From an optimization exercise on the open Yosys and OpenROAD flow, aimed at small area, a short achievable clock period and few clock cycles per item; shortcuts taken in it are not production practice. Function was checked by simulation only, so behaviour that the tests miss may differ from the original. No activity file was given, so power comes from the tool's default toggle rates.

## flow/design.v (module list and top-level ports; edited modules follow where they fit)
// module fullAdd: 10 lines
// module ppNor: 7 lines
// module boothSel: 10 lines
// module halfAdd: 9 lines
// module aluTop: 2423 lines
module aluTop (
	input  logic        clk,
	input  logic        rstN,
	input  logic        start,
	input  logic [15:0] a,
	input  logic [15:0] b,
	input  logic [3:0]  op,
	output logic        done,
	output logic [31:0] result,
	output logic [1:0]  error
);
  // ...
==> flow/flow/run.sh <==
#!/bin/bash
# Standard ORFS layout with these changes to how it is made (the clock period and
# the constraints are unchanged):
#  - the resizer's setup repair aims for a margin below the clock period;
#  - clock tree synthesis clusters more sinks per buffer and adds no dummy loads;
#  - the port buffers start as buf_2 (the resizer may still size them).
set -euo pipefail
export SETUP_SLACK_MARGIN=21.3
export CTS_ARGS="-sink_clustering_enable -repair_clock_nets -sink_clustering_size 30 -sink_clustering_max_diameter 80 -dont_use_dummy_load -sink_clustering_levels 1"
export BUFFER_PORTS_ARGS="-buffer_cell sky130_fd_sc_hd__buf_2"
bash standard.sh > standard_flow.log 2>&1
==> flow/standard.sh <==
#!/bin/bash
# synth_recipe.tcl (not shown) runs the flow's synth.tcl, then flattens the netlist and writes it again
# the make line also repeats each setting of config.mk as NAME=value (left out here)
make -C /OpenROAD-flow-scripts/flow DESIGN_CONFIG=/design/flow/config.mk WORK_HOME=/design/flow/orfs CLKGATE_MAP_FILE= SYNTH_SCRIPT=/design/flow/synth_recipe.tcl "${@:-finish}"
==> flow/config.mk <==
export PLATFORM = sky130hd
export DESIGN_NAME = aluTop
export DESIGN_NICKNAME = aluTop
export VERILOG_FILES = /design/flow/design.v
export SDC_FILE = /design/flow/constraint.sdc
export NUM_CORES = 4
export LEC_CHECK = 0
export CAP_MARGIN = 20
export CORE_MARGIN = 2
export CORE_UTILIZATION = 65
export SLEW_MARGIN = 20
export SYNTH_HIERARCHICAL = 1
export SYNTH_MINIMUM_KEEP_SIZE = 0
==> flow/constraint.sdc <==
create_clock -name core_clock -period 28.0 [get_ports {clk}]
set_input_delay 5.6000 -clock core_clock [delete_from_list [all_inputs] [get_ports {clk}]]
set_output_delay 5.6000 -clock core_clock [all_outputs]
set_load 0.01 [all_outputs]
==> results.toml, run 1 <==
[critical_path]
cp-end-kind = "output port"
critPathMaxFanout = 1
crit_slowest_cell = "dfxtp_1"

[routing]
firstDrtPassIters = 5

[logic_synthesis]
avgSynthCellArea_um2 = 10.27
post-synth-top-count-cell = "nor2_1"
syn_inst = 1887
synth_seq_cells = 254

[place]
place.gp.congestion = 0.9110

[grt]
met3_usage_pct = 5.133

[floorplan]
die_w_um = 176.7
num_rows = 63
core_area_mm2 = 0.02948

[cells_and_area]
layout-drive-gt1-share_pct = 12.77
inv_count = 146
nFillCells = 2219
largestClassByArea = "multi-input combinational cells"
n_antenna_cell = 0
largest-register = "result"

[worst_hold_path]
holdPathEnd = "q4[5]"

[sta]
fmax_ghz = 0.1517

[pwr]
power_density_mw_per_mm2 = 78.18
power_frac_seq_pct = 24.9
netSwitchingFraction_pct = 42.84

[cts]
clk-insertion-delay-late_ns = 0.54
root_buffer = "clkbuf_16"
clk_pin_slew_worst_paths_ns = 0.10

[outcome]
status = "complete, no violations"
Testbench counts, summed over its fixed seeds: cycles 8,040, items 8,000.
==> run 2, diff against run 1 <==
==> flow/flow/run.sh (replaced) <==
#!/bin/bash
# Standard ORFS layout with these changes to how it is made (the clock period and
# the constraints are unchanged):
#  - the resizer's setup repair aims for a margin below the clock period, by sizing only;
#  - clock tree synthesis clusters more sinks per buffer and adds no dummy loads;
#  - the port buffers start as buf_2 (the resizer may still size them).
set -euo pipefail
export SETUP_SLACK_MARGIN=21.3
export SETUP_MOVE_SEQUENCE="unbuffer,size_down,sizeup,swap"
export CTS_ARGS="-sink_clustering_enable -repair_clock_nets -sink_clustering_size 30 -sink_clustering_max_diameter 80 -dont_use_dummy_load"
export BUFFER_PORTS_ARGS="-buffer_cell sky130_fd_sc_hd__buf_2"
bash standard.sh > standard_flow.log 2>&1
==> run 2 against run 1 <==
  * Sequential share of layout area up 0.079 points
  * Count of clock-buffer cells in the layout unchanged
  * Area after synthesis unchanged
  * Critical path type is now flip-flop to flip-flop
  * Critical path depth up 31
  * Global-route usage about the same
  * Cell count down 1.5%
  * Register-to-register slack worse by 0.27 ns
  * Still clean on timing, DRC and antenna
  * Power up 0.24%
  * Maximum frequency down 1.3%
  * Clock skew down 0.0025 ns
  * Core utilization down 0.17 points
  * Non-clock buffer count down 36
==> results.toml, run 2 <==
[outcome]
status = "complete, no violations"

[sta]
finalClockSkew_ns = 0.08839
min_period_ns = 6.681
fmax_ghz = 0.1497
tightestPinTransition_ns = 1.073
fin_crit_sh_pct = 23.86
finalSetupViolations = 0
report.final.slew_viol_count = 0
tns_ns = 0
rsz0062_at_grt = "yes"
hold_viol_final = 0
max_slew_margin_pct = 28.37

[cells_and_area]
largest_register_ffs = 32
mostFrequentLayoutCells = "318 x nor2_1, 251 x fa_1, 247 x dfxtp_1, 170 x ha_1, 143 x inv_1"
largest-register = "result"
final_common_cell = "nor2_1"
nNetsFinal = 2450
nFillCells = 2219
syn_to_final_growth_pct = 9.044
layout-drive-gt1-share_pct = 12.40
n_antenna_cell = 0

[pwr]
finalPower_uw = 1660
irDropWorstVdd_mv = 0.08196
static-leakage-power_uw = 0.009788
power_density_mw_per_mm2 = 78.54

[logic_synthesis]
post-synth-top-count-cell = "nor2_1"
avgSynthCellArea_um2 = 10.27
synth_nets = 2359
synth_top_area_share_pct = 26.54
yosys.area.top_type = "fa_1"
async_flop_share_pct = 0
yosysWarnings = 7
syn_inst = 1887
ys.flop_type = "dfxtp_1"
synth-edff-count = 0
synthTopCellsByArea = "fa_1 27%, dfxtp_1 26%, ha_1 11%, nor2_1 6.2%, mux2_2 3.7%"
yosysSeqAreaShare_pct = 26.23
yosysUniqueCellTypes = 68
synth_seq_cells = 254
netlist_area_mm2 = 0.01938
ys_top_cells_by_count = "321 x nor2_1, 257 x fa_1, 254 x dfxtp_1, 176 x ha_1, 146 x inv_1"

[grt]
grt_pass1_vias = 14682
antenna_found_initial = 0
overflow = 0
grt_pass1_wl_um = 76420
grt_usage_pct = 31.24
grt_max_degree = 31

[critical_path]
critPathMaxFanout = 18
timing.rr.start = "b2[0]"
crit_family = "compound AO/OA/AOI/OAI gates"
worst-path-buf-inv = 2
path_class = "flip-flop to flip-flop"
crit_slowest_cell = "nand3b_1"
crit_path_start_kind = "flip-flop"
critPathMaxStageDelay_ns = 0.50
cp.required_ns = 28.41
cp.arrival_ns = 7.10
cp-end-kind = "flip-flop"
reg2reg_setup_slack_ns = 21.32
cp_common_cell = "fa_2"
critPathLaunch = "b2[0]"

[cts]
root_buffer = "clkbuf_16"
clk_pin_slew_worst_paths_ns = 0.10
cts_tree = "built"
numClockSinks = 254
cts_hold_buffers = 0
cts_max_level = 1
clk-insertion-delay-late_ns = 0.53
cts_inserted_buffers = 18
clockBufferDepth = 3

[routing]
drcViolationCount = 0
num_vias = 14063
drt_iter0_drc = 1070
ant_nets = 0
drt-wirelength-per-cell_um = 19.61
firstDrtPassIters = 5
routed_wirelength_um = 46400
vias_per_cell = 5.944

[floorplan]
core_area_mm2 = 0.02948
dieArea_mm2 = 0.03122
ios = 74
die_w_um = 176.7
num_rows = 63
die_height_um = 176.7
start_util_pct = 65.75

[place]
numPortBuffers = 73
place_hpwl_um = 35410
place.gp.congestion = 0.9110

[worst_hold_path]
worstHoldStart = "q3[8]"
hp-class = "flip-flop to flip-flop"

[flow_run]
maxCapViolations = 0
==> run 2: changes by cell type in the layout (fill, tap and decap cells not counted), moves of 3 or more <==
cell and change:
dfxtp_1 -4, o21ai_1 -4, mux2_4 +21, ha_4 +5
dfxtp_2 +4, a21oi_1 -4, ha_1 -5, a21oi_2 +3
o21ai_2 +3, buf_4 -33, mux2_2 -23
==> run 2: power by group <==
part	internal [uW]	switching, uW
Combinational	443	572
Sequential	392	20.4
Clock	114	119
Total	949	711
==> run 2: per-module statistics from Yosys, one instance, submodules excluded <==
module   times used  cell area [um^2]  flops+latches
fullAdd         195             20.02              0
aluTop            1             14330            254
halfAdd          15             12.51              0
ppNor           256             3.754              0
==> run 2: worst register-to-register path, delay by kind of cell, from the launching register on <==
kind,cells,cell delay (ns)
buf+inv,2,0.21
fa+ha+maj,6,2.00
mux,2,0.56
simple gates,6,1.15
xor+xnor,1,0.12
flops,1,0.36
compound gates,15,2.15
==> run 2: worst paths after layout <==
check / to / cells past startpoint
worst max-delay path: r3[9] / 32
worst min-delay path: q4[5] / 0
worst max register to register: r3[9] / 32
worst min register to register: q4[5] / 0
==> run 2: area by class of cell <==
cell class,instances,area (um^2),area share [%]
multi-input cells,1466,14030,66.40
flip-flops and latches,254,5094,24.10
inverters,146,554.3,2.623
well taps,390,488.0,2.309
repair buffers,92,515.5,2.439
clock buffers,18,450.4,2.131
==> run 2: cell families (layout without fill, tap and decap cells) <==
kind of cell	after synthesis	count (layout)	share of synthesized area, %
buffers and inverters	167	256	3.318
adders and majority gates	433	433	37.91
and+or+nand+nor	537	537	12.19
DFF	254	254	26.23
xor gates and xnor gates	100	100	4.519
muxes	112	112	6.249
AOI/OAI and AO/OA	284	284	9.586
==> run 2: repair_timing <==
action	in CTS	in global routing
endpoints found under the setup margin	35	39
setup buffers	0	0
gates resized for setup	77	143
pin swaps	22	22
hold endpoints to repair	0	0
cloned	0	0
==> run 2: through the flow <==
step	instance area, um^2	hold WS, ns	util (%)	setup slack [ns]	std cells
final	21140	0.2871	71.69	21.32	2366
after global routing	21140	0.2791	71.69	20.95	2366
after CTS	20840	0.2904	70.70	21.22	2366
after detailed placement	20280	0.3121	68.80	20.39	2348
after global placement	20280	0.3099	68.80	20.62	2348
after floorplan	19390	0.3096	-	21.35	1887
==> run 2: layer usage <==
layer  vias to the layer above  wire length (um)  track usage [%]
met5                         -                 0                0
met4                         0              1763            10.81
met3                       129              3149            5.133
met2                       532             21800            51.64
met1                      6881             19700            41.92
li1                       6521                 -                -

-- separate check: timing with driven ports --
Ports are ideal in the flow. The routed layouts listed here were re-timed in OpenROAD.
Step 1 (the two cells are an assumption about what drives the block):
set clk [get_ports {clk}]
set_driving_cell -lib_cell sky130_fd_sc_hd__clkbuf_16 $clk
set_driving_cell -lib_cell sky130_fd_sc_hd__buf_2 [delete_from_list [all_inputs] $clk]
Step 2 adds t to the input delays and takes it off the output delays; t is the mean of the earliest and latest rising clock arrival at the registers after step 1. Input paths then give back, and output paths get back, about the clock's delay inside the block.
a / b / c = ideal / step 1 / step 2; a / b = the first two.
run	t (ns)	setup slack, ns	hold slack, ns	worst setup path after step 2	worst data-port slew with drivers (ns)
run 1	0.542	21.407 / 21.357 / 21.414	0.290 / 0.290 / 0.290	input to register	0.05
run 2	0.542	21.319 / 21.319 / 21.319	0.287 / 0.287 / 0.287	register to register	0.05
After both steps setup and hold are still met in every run listed.
